Background: an optimization exercise with open tools, aiming at small area, a short achievable clock period and few clock cycles per item. Do not read the settings as production practice.
In this exercise RTL edits were held to simulation tests only and were not proved equivalent to the original.
Power figures rest on the tool's default switching activity, not on a simulated workload.

Setup of before:
## axi_dcache
module axi_dcache (
	input	wire				S_AXI_ACLK,
	input	wire				S_AXI_ARESETN,
	input	wire				i_clear,
	input	wire				i_pipe_stb,
	input	wire dcache_pkg::mem_op_t	i_op,
	input	wire [dcache_pkg::ADDR_W-1:0]	i_addr,
	input	wire [dcache_pkg::DATA_W-1:0]	i_data,
	input	wire [dcache_pkg::NAUX-1:0]	i_oreg,
	output	wire				o_busy,
	output	wire				o_pipe_stalled,
	output	wire				o_valid,
	output	wire				o_err,
	output	wire [dcache_pkg::NAUX-1:0]	o_wreg,
	output	wire [dcache_pkg::DATA_W-1:0]	o_data,
	output	wire				M_AXI_AWVALID,
	input	wire				M_AXI_AWREADY,
	output	wire [dcache_pkg::ADDR_W-1:0]	M_AXI_AWADDR,
	output	wire [2:0]			M_AXI_AWSIZE,
	output	wire				M_AXI_WVALID,
	input	wire				M_AXI_WREADY,
	output	wire [dcache_pkg::DATA_W-1:0]	M_AXI_WDATA,
	output	wire [dcache_pkg::STRB_W-1:0]	M_AXI_WSTRB,
	input	wire				M_AXI_BVALID,
	input	wire [1:0]			M_AXI_BRESP,
	output	wire				M_AXI_ARVALID,
	input	wire				M_AXI_ARREADY,
	output	wire [dcache_pkg::ADDR_W-1:0]	M_AXI_ARADDR,
	output	wire [7:0]			M_AXI_ARLEN,
	output	wire [2:0]			M_AXI_ARSIZE,
	input	wire				M_AXI_RVALID,
	input	wire [dcache_pkg::DATA_W-1:0]	M_AXI_RDATA,
	input	wire				M_AXI_RLAST,
	input	wire [1:0]			M_AXI_RRESP
);
Size in the first run: roughly 2400 flip-flops, roughly 280 I/O pins, roughly 91000 µm² of cells after synthesis.
make LEC_CHECK=0 CAP_MARGIN=20 CORE_MARGIN=2 CORE_UTILIZATION=40 SETUP_SLACK_MARGIN=2.0 SLEW_MARGIN=20 finish   # period 5.0 ns
run.sh (not shown) runs the stock make flow with config.mk's settings and CLKGATE_MAP_FILE= SYNTH_SCRIPT=/design/flow/synth_recipe.tcl, a recipe that flattens the netlist after the stock synthesis.
before: PASS, flow complete, no timing, DRC or antenna violations
Testbench counts of before, summed over its fixed seeds: cycles 32,576, requests 12,000.
diff inputs: before => after
- removing SETUP_SLACK_MARGIN (formerly 2.0)
Layout overhead on the synthesized area | after below before. Summary: clock power, after better than before. after: portion of the layout cell area used by non-clock buffers is 2.5 points lower than what before reported. When after is set beside before, its combinational fraction of design power turns out to be 1.1 points smaller. The smallest hold slack number comes out higher for after vs before. Final critical-path share of the clock period, after and before: lower on before. Between before and after, number of clock buffers in the layout increased. When after is set beside before, its worst setup slack turns out to be 1.22 ns smaller.

* * *

Another version of the RTL of axi_dcache (not shown whole).
Size: roughly 280 I/O pins, roughly 91000 um2 of cells after synthesis.
Design axi_dcache, start of the top module:
module axi_dcache (
	input	wire				S_AXI_ACLK,
	input	wire				S_AXI_ARESETN,
	input	wire				i_clear,
	input	wire				i_pipe_stb,
	input	wire dcache_pkg::mem_op_t	i_op,
	input	wire [dcache_pkg::ADDR_W-1:0]	i_addr,
	input	wire [dcache_pkg::DATA_W-1:0]	i_data,
	input	wire [dcache_pkg::NAUX-1:0]	i_oreg,
	output	wire				o_busy,
	output	wire				o_pipe_stalled,
	output	wire				o_valid,
	output	wire				o_err,
	output	wire [dcache_pkg::NAUX-1:0]	o_wreg,
	output	wire [dcache_pkg::DATA_W-1:0]	o_data,
	output	wire				M_AXI_AWVALID,
	input	wire				M_AXI_AWREADY,
	output	wire [dcache_pkg::ADDR_W-1:0]	M_AXI_AWADDR,
	output	wire [2:0]			M_AXI_AWSIZE,
	output	wire				M_AXI_WVALID,
	input	wire				M_AXI_WREADY,
	output	wire [dcache_pkg::DATA_W-1:0]	M_AXI_WDATA,
	output	wire [dcache_pkg::STRB_W-1:0]	M_AXI_WSTRB,
	input	wire				M_AXI_BVALID,
	input	wire [1:0]			M_AXI_BRESP,
	output	wire				M_AXI_ARVALID,
	input	wire				M_AXI_ARREADY,
	output	wire [dcache_pkg::ADDR_W-1:0]	M_AXI_ARADDR,
	output	wire [7:0]			M_AXI_ARLEN,
	output	wire [2:0]			M_AXI_ARSIZE,
	input	wire				M_AXI_RVALID,
	input	wire [dcache_pkg::DATA_W-1:0]	M_AXI_RDATA,
	input	wire				M_AXI_RLAST,
	input	wire [1:0]			M_AXI_RRESP
);
==> flow/config.mk <==
export PLATFORM = sky130hd
export DESIGN_NAME = axi_dcache
export DESIGN_NICKNAME = axi_dcache
export VERILOG_FILES = /design/flow/design.v
export SDC_FILE = /design/flow/constraint.sdc
export NUM_CORES = 4
export LEC_CHECK = 0
export CAP_MARGIN = 20
export CORE_MARGIN = 2
export CORE_UTILIZATION = 55
export CTS_CLUSTER_DIAMETER = 70
export CTS_CLUSTER_SIZE = 25
export PLACE_DENSITY = 0.68
export SETUP_SLACK_MARGIN = 1.7
export SLEW_MARGIN = 20
export TNS_END_PERCENT = 10
==> flow/constraint.sdc <==
create_clock -name core_clock -period 5.0 [get_ports {S_AXI_ACLK}]
set_input_delay 1.0000 -clock core_clock [delete_from_list [all_inputs] [get_ports {S_AXI_ACLK}]]
set_output_delay 1.0000 -clock core_clock [all_outputs]
set_load 0.01 [all_outputs]
standard.sh (not shown) runs the stock make flow with config.mk's settings and CLKGATE_MAP_FILE= SYNTH_SCRIPT=/design/flow/synth_recipe.tcl, a recipe that flattens the netlist after the stock synthesis.
==> flow/flow/run.sh <==
#!/bin/bash
# The standard layout, with plain buffers (which timing repair can resize)
# on the ports instead of the delay buffers buffer_ports picks by default.
set -euo pipefail
export BUFFER_PORTS_ARGS="-buffer_cell sky130_fd_sc_hd__buf_2"
bash standard.sh > standard_flow.log 2>&1
Testbench counts at the start, summed over its fixed seeds: cycles 32,576, requests 12,000.
Rerun with:
CORE_UTILIZATION = 50   (was 55)
PLACE_DENSITY = 0.65   (was 0.68)
SETUP_SLACK_MARGIN = 2.0   (was 1.7)
Synthesized area is unchanged.
Worst hold slack is worse by 0.039 ns.
Register-to-register slack is better by 0.10 ns.
Die area is higher by roughly a tenth.
Routed wire length is higher slightly.
Cell area is higher slightly.
Critical path depth is lower by 5.
Worst setup slack is better by 0.11 ns.

==> re-timing with driven ports <==
The flow's constraints put no driver on any port. The routed layouts listed below were extracted and timed again, unchanged, in two steps.
Step 1: set_driving_cell puts a clkbuf_16 on S_AXI_ACLK and a buf_2 on each other input, an assumption about the parent block.
Step 2 moves the port delays by t, midway between the first and last clock arrival at a register: inputs arrive t later, outputs are due t later. That takes back most of the time a late clock gives input paths.
Three values: ideal ports, drivers, drivers and shift; two values: the first two.
run | t, ns | setup slack, ns | worst setup path after step 2 | latest minus earliest clock arrival (ns) | worst slew at a driven data input, ns
before | 0.967 | 1.544 / 1.437 / 0.992 | input to register | 0.118 / 0.118 | 0.12
after | 0.953 | 0.329 / 0.237 / -0.093 | input to register | 0.084 / 0.084 | 0.14
the first run of note 2 | 0.883 | 1.444 / 1.502 / 0.619 | input to register | 0.071 / 0.071 | 0.08
the second run of note 2 | 0.940 | 1.555 / 1.464 / 0.803 | input to register | 0.063 / 0.063 | 0.17
Met with ideal ports but missed after step 2: setup timing in after. The setup slack of the first run of note 2, which loses most, moves by +0.058 ns with the drivers and by -0.825 ns with both steps.
